Source: an optimization exercise on an open RTL-to-GDS flow (aim: small area, a short achievable clock period and few clock cycles). Production flows keep margins and buffers that such runs may drop. Where RTL was checked, it was by simulation tests only, not by an equivalence proof against the original. Power figures rest on the tool's default switching activity, not on a simulated workload.

==> flow/design.v <==
`default_nettype none
package dcache_pkg;
    localparam int WORD_W      = 32;
    localparam int SETS        = 8;
    localparam int WAYS        = 2;
    localparam int BLOCK_WORDS = 2;
    localparam int IDX_W       = 3;
    localparam int TAG_W       = 26;
    localparam int FLUSH_STEPS = 32;
    typedef logic [WORD_W-1:0] word_t;
    typedef struct packed {
        logic [TAG_W-1:0] tag;
        logic [IDX_W-1:0] idx;
        logic             blkoff;
        logic [1:0]       bytoff;
    } dcache_addr_t;
    typedef union packed {
        word_t        raw;
        dcache_addr_t f;
    } dcache_addr_u;
    typedef enum logic [2:0] {
        IDLE,
        WB0,
        WB1,
        FILL0,
        FILL1,
        FLUSH,
        FLUSHED
    } dcache_state_t;
endpackage
`default_nettype wire
`timescale 1ns/1ps
`default_nettype none
import dcache_pkg::*;
module dcache (
    input  logic  CLK,
    input  logic  nRST,
    input  logic  dmem_ren,
    input  logic  dmem_wen,
    input  logic [WORD_W-1:0] dmem_addr,
    input  logic [WORD_W-1:0] dmem_store,
    input  logic  halt,
    output logic [WORD_W-1:0] dmem_load,
    output logic  dhit,
    output logic  flushed,
    output logic  mem_ren,
    output logic  mem_wen,
    output logic [WORD_W-1:0] mem_addr,
    output logic [WORD_W-1:0] mem_store,
    input  logic [WORD_W-1:0] mem_load,
    input  logic  mem_wait
);
    localparam int LINES = SETS * WAYS;
    logic st_idle, st_hit, st_wb1, st_wb2, st_f1, st_f2;
    logic st_fsel, st_fwb, st_done;
    logic fsecond;      
    logic fwd;          
    logic ren_q;        
    logic wen_q;        
    logic [LINES-1:0]  valid;
    logic [LINES-1:0]  dirty;
    logic [SETS-1:0]   lru;      
    logic [TAG_W-1:0]  tags [LINES];
    logic [WORD_W-1:0] data [LINES][BLOCK_WORDS];
    logic              hway;     
    logic              vway;     
    logic [SETS-1:0]   rsel_q;   
    logic              blk_q;    
    logic              wr_q;     
    logic [WORD_W-1:0] ldw;      
    logic [WORD_W-1:0] stw;      
    logic [3:0]        fline;    
    logic [WORD_W-1:0] maddr;    
    logic             req;
    logic [TAG_W-1:0] rtag;
    logic [IDX_W-1:0] ridx;
    logic             rblk;
    assign req  = dmem_ren | dmem_wen;
    assign rtag = dmem_addr[31:6];
    assign ridx = dmem_addr[5:3];
    assign rblk = dmem_addr[2];
    logic [LINES-1:0] eq;
    always_comb begin
        for (int l = 0; l < LINES; l++) begin
            eq[l] = valid[l] && (tags[l] == rtag);
        end
    end
    logic [1:0] way_hit;
    logic       hit;
    assign way_hit[0] = eq[{ridx, 1'b0}];
    assign way_hit[1] = eq[{ridx, 1'b1}];
    assign hit        = |way_hit;
    logic [SETS-1:0] vdset;
    always_comb begin
        for (int s = 0; s < SETS; s++) begin
            vdset[s] = lru[s] ? dirty[2 * s + 1] : dirty[2 * s];
        end
    end
    logic victim;
    logic vdirty;
    assign victim = lru[ridx];
    assign vdirty = vdset[ridx];
    logic [LINES-1:0] fdirty;
    logic [3:0]       pe_next;
    logic [3:0]       pe_line;
    logic             any_dirty;
    always_comb begin
        fdirty = dirty;
        if (st_fwb) fdirty[fline] = 1'b0;
        pe_next = '0;
        for (int l = LINES - 1; l >= 0; l--) begin
            if (fdirty[l]) pe_next = 4'(l);
        end
    end
    always_ff @(posedge CLK) begin
        pe_line   <= pe_next;
        any_dirty <= |fdirty;
    end
    logic fnext;
    assign fnext = st_fsel || (st_fwb && fsecond);
    logic [IDX_W-1:0] sidx;
    logic             sway;
    logic             rsel;
    assign sidx = fnext ? pe_line[3:1] : (st_fwb ? fline[3:1] : ridx);
    assign sway = fnext ? pe_line[0] : (st_fwb ? fline[0] : (st_idle ? victim : vway));
    assign rsel = fnext ? 1'b0 : (st_fwb ? 1'b1 : (st_idle ? rblk : ~blk_q));
    logic [WORD_W-1:0] d0, d1;
    logic [TAG_W-1:0]  t0, t1, wtag;
    assign d0   = data[{sidx, 1'b0}][rsel];
    assign d1   = data[{sidx, 1'b1}][rsel];
    assign t0   = tags[{sidx, 1'b0}];
    assign t1   = tags[{sidx, 1'b1}];
    assign wtag = sway ? t1 : t0;
    logic xfer_done;
    assign xfer_done = !mem_wait && (st_wb1 || st_wb2 || st_f1 || st_f2 || st_fwb);
    logic load_st;
    assign load_st = st_idle || st_fsel || (!mem_wait && (st_wb1 || st_fwb));
    always_ff @(posedge CLK) begin
        if (st_idle) begin
            ldw <= ({WORD_W{way_hit[0]}} & d0) |
                   ({WORD_W{way_hit[1]}} & d1);
        end
        if (load_st) begin
            stw <= sway ? d1 : d0;
        end
    end
    always_ff @(posedge CLK) begin
        if (st_idle) begin
            if (vdirty) maddr <= {wtag, ridx, rblk, 2'b00};
            else        maddr <= {rtag, ridx, ~rblk, 2'b00};
        end else if (st_fsel || (st_fwb && fsecond && !mem_wait)) begin
            maddr <= {wtag, pe_line[3:1], 1'b0, 2'b00};
        end else if (xfer_done) begin
            if (st_wb2) maddr <= {rtag, ridx, ~blk_q, 2'b00};
            else        maddr[2] <= ~maddr[2];
        end
    end
    assign dhit      = st_hit || (fwd && !mem_wait);
    assign dmem_load = ldw | ({WORD_W{fwd}} & mem_load);
    assign flushed   = st_done;
    assign mem_wen   = wen_q;
    assign mem_ren   = ren_q;
    assign mem_store = stw;
    assign mem_addr  = maddr;
    logic              fill;
    logic              fword;
    logic [WORD_W-1:0] din [BLOCK_WORDS];
    assign fill   = st_f1 || st_f2;
    assign fword  = blk_q ^ st_f1;
    assign din[0] = (wr_q && !blk_q) ? dmem_store : mem_load;
    assign din[1] = (wr_q &&  blk_q) ? dmem_store : mem_load;
    always_ff @(posedge CLK) begin
        for (int l = 0; l < LINES; l++) begin
            for (int b = 0; b < BLOCK_WORDS; b++) begin
                if ((st_hit && wr_q && rsel_q[l / 2] && hway == l[0] && blk_q == b[0]) ||
                    (fill && !mem_wait && rsel_q[l / 2] && vway == l[0] && fword == b[0])) begin
                    data[l][b] <= din[b];
                end
            end
            if (st_f2 && !mem_wait && rsel_q[l / 2] && vway == l[0]) begin
                tags[l] <= rtag;
            end
        end
    end
    always_ff @(posedge CLK) begin
        if (st_idle) begin
            hway <= way_hit[1];
            vway <= victim;
            for (int s = 0; s < SETS; s++) begin
                rsel_q[s] <= (ridx == s);
            end
            blk_q <= rblk;
            wr_q  <= dmem_wen;
        end
        if (fnext && (st_fsel || !mem_wait)) begin
            fline <= pe_line;
        end
        fwd <= st_f2 ? mem_wait : (st_f1 && !mem_wait);
    end
    always_ff @(posedge CLK, negedge nRST) begin
        if (!nRST) begin
            st_idle <= 1'b1;
            st_hit  <= 1'b0;
            st_wb1  <= 1'b0;
            st_wb2  <= 1'b0;
            st_f1   <= 1'b0;
            st_f2   <= 1'b0;
            st_fsel <= 1'b0;
            st_fwb  <= 1'b0;
            st_done <= 1'b0;
            fsecond <= 1'b0;
            ren_q   <= 1'b0;
            wen_q   <= 1'b0;
            valid   <= '0;
            dirty   <= '0;
            lru     <= '0;
        end else begin
            if (st_idle) begin
                ren_q   <= req && !hit && !vdirty;
                wen_q   <= req && !hit && vdirty;
                st_idle <= !req && !halt;
                st_hit  <= req && hit;
                st_wb1  <= req && !hit && vdirty;
                st_f1   <= req && !hit && !vdirty;
                st_fsel <= !req && halt;
            end
            if (st_hit) begin
                lru[ridx] <= ~hway;
                if (wr_q) dirty[{ridx, hway}] <= 1'b1;
                st_hit  <= 1'b0;
                st_idle <= 1'b1;
            end
            if (!mem_wait) begin
                if (st_wb1) begin
                    st_wb1 <= 1'b0;
                    st_wb2 <= 1'b1;
                end
                if (st_wb2) begin
                    st_wb2 <= 1'b0;
                    st_f1  <= 1'b1;
                    wen_q  <= 1'b0;
                    ren_q  <= 1'b1;
                end
                if (st_f1) begin
                    st_f1 <= 1'b0;
                    st_f2 <= 1'b1;
                end
                if (st_f2) begin
                    st_f2               <= 1'b0;
                    ren_q               <= 1'b0;
                    st_idle             <= 1'b1;
                    valid[{ridx, vway}] <= 1'b1;
                    dirty[{ridx, vway}] <= wr_q;
                    lru[ridx]           <= ~vway;
                end
                if (st_fwb) begin
                    fsecond <= !fsecond;
                    if (fsecond) begin
                        dirty[fline] <= 1'b0;
                        if (!any_dirty) begin
                            wen_q   <= 1'b0;
                            st_fwb  <= 1'b0;
                            st_done <= 1'b1;
                        end
                    end
                end
            end
            if (st_fsel) begin
                fsecond <= 1'b0;
                st_fsel <= 1'b0;
                if (any_dirty) begin
                    st_fwb <= 1'b1;
                    wen_q  <= 1'b1;
                end else begin
                    st_done <= 1'b1;
                end
            end
        end
    end
endmodule
`default_nettype wire
export LEC_CHECK = 0
export CAP_MARGIN = 20
export CORE_MARGIN = 2
export CORE_UTILIZATION = 40
export SETUP_SLACK_MARGIN = 4.4
export SLEW_MARGIN = 20
create_clock -name core_clock -period 8.0 [get_ports {CLK}]
run.sh (not shown) runs the stock make flow with config.mk's settings and CLKGATE_MAP_FILE= SYNTH_SCRIPT=/design/flow/synth_recipe.tcl, a recipe that flattens the netlist after the stock synthesis.
Testbench counts at the start, summed over its fixed seeds: cycles 60,673.
==> next run, changes <==
--- a/flow/design.v
+++ b/flow/design.v
@@ -52,11 +52,10 @@
 );
     localparam int LINES = SETS * WAYS;
     logic st_idle, st_hit, st_wb1, st_wb2, st_f1, st_f2;
     logic st_fsel, st_fwb, st_done;
     logic fsecond;      
-    logic fwd;          
     logic ren_q;        
     logic wen_q;        
     logic [LINES-1:0]  valid;
     logic [LINES-1:0]  dirty;
     logic [SETS-1:0]   lru;      
@@ -104,39 +103,37 @@
     logic [3:0]       pe_next;
     logic [3:0]       pe_line;
     logic             any_dirty;
     always_comb begin
         fdirty = dirty;
-        if (st_fwb) fdirty[fline] = 1'b0;
+        if (st_fwb && fsecond && !mem_wait) fdirty[fline] = 1'b0;
         pe_next = '0;
         for (int l = LINES - 1; l >= 0; l--) begin
             if (fdirty[l]) pe_next = 4'(l);
         end
     end
     always_ff @(posedge CLK) begin
         pe_line   <= pe_next;
         any_dirty <= |fdirty;
     end
-    logic fnext;
-    assign fnext = st_fsel || (st_fwb && fsecond);
     logic [IDX_W-1:0] sidx;
     logic             sway;
     logic             rsel;
-    assign sidx = fnext ? pe_line[3:1] : (st_fwb ? fline[3:1] : ridx);
-    assign sway = fnext ? pe_line[0] : (st_fwb ? fline[0] : (st_idle ? victim : vway));
-    assign rsel = fnext ? 1'b0 : (st_fwb ? 1'b1 : (st_idle ? rblk : ~blk_q));
+    assign sidx = st_fsel ? pe_line[3:1] : (st_fwb ? fline[3:1] : ridx);
+    assign sway = st_fsel ? pe_line[0] : (st_fwb ? fline[0] : (st_idle ? victim : vway));
+    assign rsel = st_fsel ? 1'b0 : (st_fwb ? 1'b1 : (st_idle ? rblk : ~blk_q));
     logic [WORD_W-1:0] d0, d1;
     logic [TAG_W-1:0]  t0, t1, wtag;
     assign d0   = data[{sidx, 1'b0}][rsel];
     assign d1   = data[{sidx, 1'b1}][rsel];
     assign t0   = tags[{sidx, 1'b0}];
     assign t1   = tags[{sidx, 1'b1}];
     assign wtag = sway ? t1 : t0;
     logic xfer_done;
     assign xfer_done = !mem_wait && (st_wb1 || st_wb2 || st_f1 || st_f2 || st_fwb);
     logic load_st;
-    assign load_st = st_idle || st_fsel || (!mem_wait && (st_wb1 || st_fwb));
+    assign load_st = st_idle || st_fsel || (!mem_wait && (st_wb1 || (st_fwb && !fsecond)));
     always_ff @(posedge CLK) begin
         if (st_idle) begin
             ldw <= ({WORD_W{way_hit[0]}} & d0) |
                    ({WORD_W{way_hit[1]}} & d1);
         end
@@ -146,19 +143,19 @@
     end
     always_ff @(posedge CLK) begin
         if (st_idle) begin
             if (vdirty) maddr <= {wtag, ridx, rblk, 2'b00};
             else        maddr <= {rtag, ridx, ~rblk, 2'b00};
-        end else if (st_fsel || (st_fwb && fsecond && !mem_wait)) begin
+        end else if (st_fsel) begin
             maddr <= {wtag, pe_line[3:1], 1'b0, 2'b00};
         end else if (xfer_done) begin
             if (st_wb2) maddr <= {rtag, ridx, ~blk_q, 2'b00};
             else        maddr[2] <= ~maddr[2];
         end
     end
-    assign dhit      = st_hit || (fwd && !mem_wait);
-    assign dmem_load = ldw | ({WORD_W{fwd}} & mem_load);
+    assign dhit      = st_hit || (st_f2 && !mem_wait);
+    assign dmem_load = st_f2 ? mem_load : ldw;
     assign flushed   = st_done;
     assign mem_wen   = wen_q;
     assign mem_ren   = ren_q;
     assign mem_store = stw;
     assign mem_addr  = maddr;
@@ -190,14 +187,13 @@
                 rsel_q[s] <= (ridx == s);
             end
             blk_q <= rblk;
             wr_q  <= dmem_wen;
         end
-        if (fnext && (st_fsel || !mem_wait)) begin
+        if (st_fsel) begin
             fline <= pe_line;
         end
-        fwd <= st_f2 ? mem_wait : (st_f1 && !mem_wait);
     end
     always_ff @(posedge CLK, negedge nRST) begin
         if (!nRST) begin
             st_idle <= 1'b1;
             st_hit  <= 1'b0;
@@ -255,15 +251,13 @@
                 end
                 if (st_fwb) begin
                     fsecond <= !fsecond;
                     if (fsecond) begin
                         dirty[fline] <= 1'b0;
-                        if (!any_dirty) begin
-                            wen_q   <= 1'b0;
-                            st_fwb  <= 1'b0;
-                            st_done <= 1'b1;
-                        end
+                        wen_q        <= 1'b0;
+                        st_fwb       <= 1'b0;
+                        st_fsel      <= 1'b1;
                     end
                 end
             end
             if (st_fsel) begin
                 fsecond <= 1'b0;
Effect: The new run produced a clean layout; worst setup slack gets worse by 0.030 ns; synthesized cell count shrinks by 4.9%; power falls by 27%; die area drops by 1.0%; via count shrinks by 5.8%; wire length shrinks by 5.2%; hold slack is worse by 0.023 ns; synthesized area went down by 1.0%; fmax goes down by 0.78%; sequential cell count came out lower by 1; critical path depth rose by 1.
For the second run of this note, only the layout was checked, not whether the RTL still works.

## what the ideal ports hide
The results above use ideal ports. As a check the final layouts listed here were re-extracted and re-timed, cells and wires unchanged.
Step 1 assumes that a clkbuf_16 drives the clock port and a buf_2 every other input.
Step 2 times the ports against the registers' clock, not the clock port: input delays grow and output delays shrink by t, the midpoint of the rising clock arrivals with the driver on.
Three values: ideal ports, drivers, drivers and shift; two values: the first two.
run	t, ns	setup WS [ns]	worst hold slack (ns)	latest minus earliest clock arrival (ns)	slew at the worst register clock pin (ns)
the first run	0.900	4.173 / 4.104 / 3.461	0.452 / 0.452 / 0.452	0.048 / 0.048	0.06 / 0.06
the second run	0.883	4.142 / 4.102 / 3.382	0.429 / 0.429 / 0.429	0.060 / 0.060	0.07 / 0.07
After both steps setup and hold are still met in every run listed. The setup slack of the second run, which loses most, moves by -0.040 ns with the drivers and by -0.760 ns with both steps.
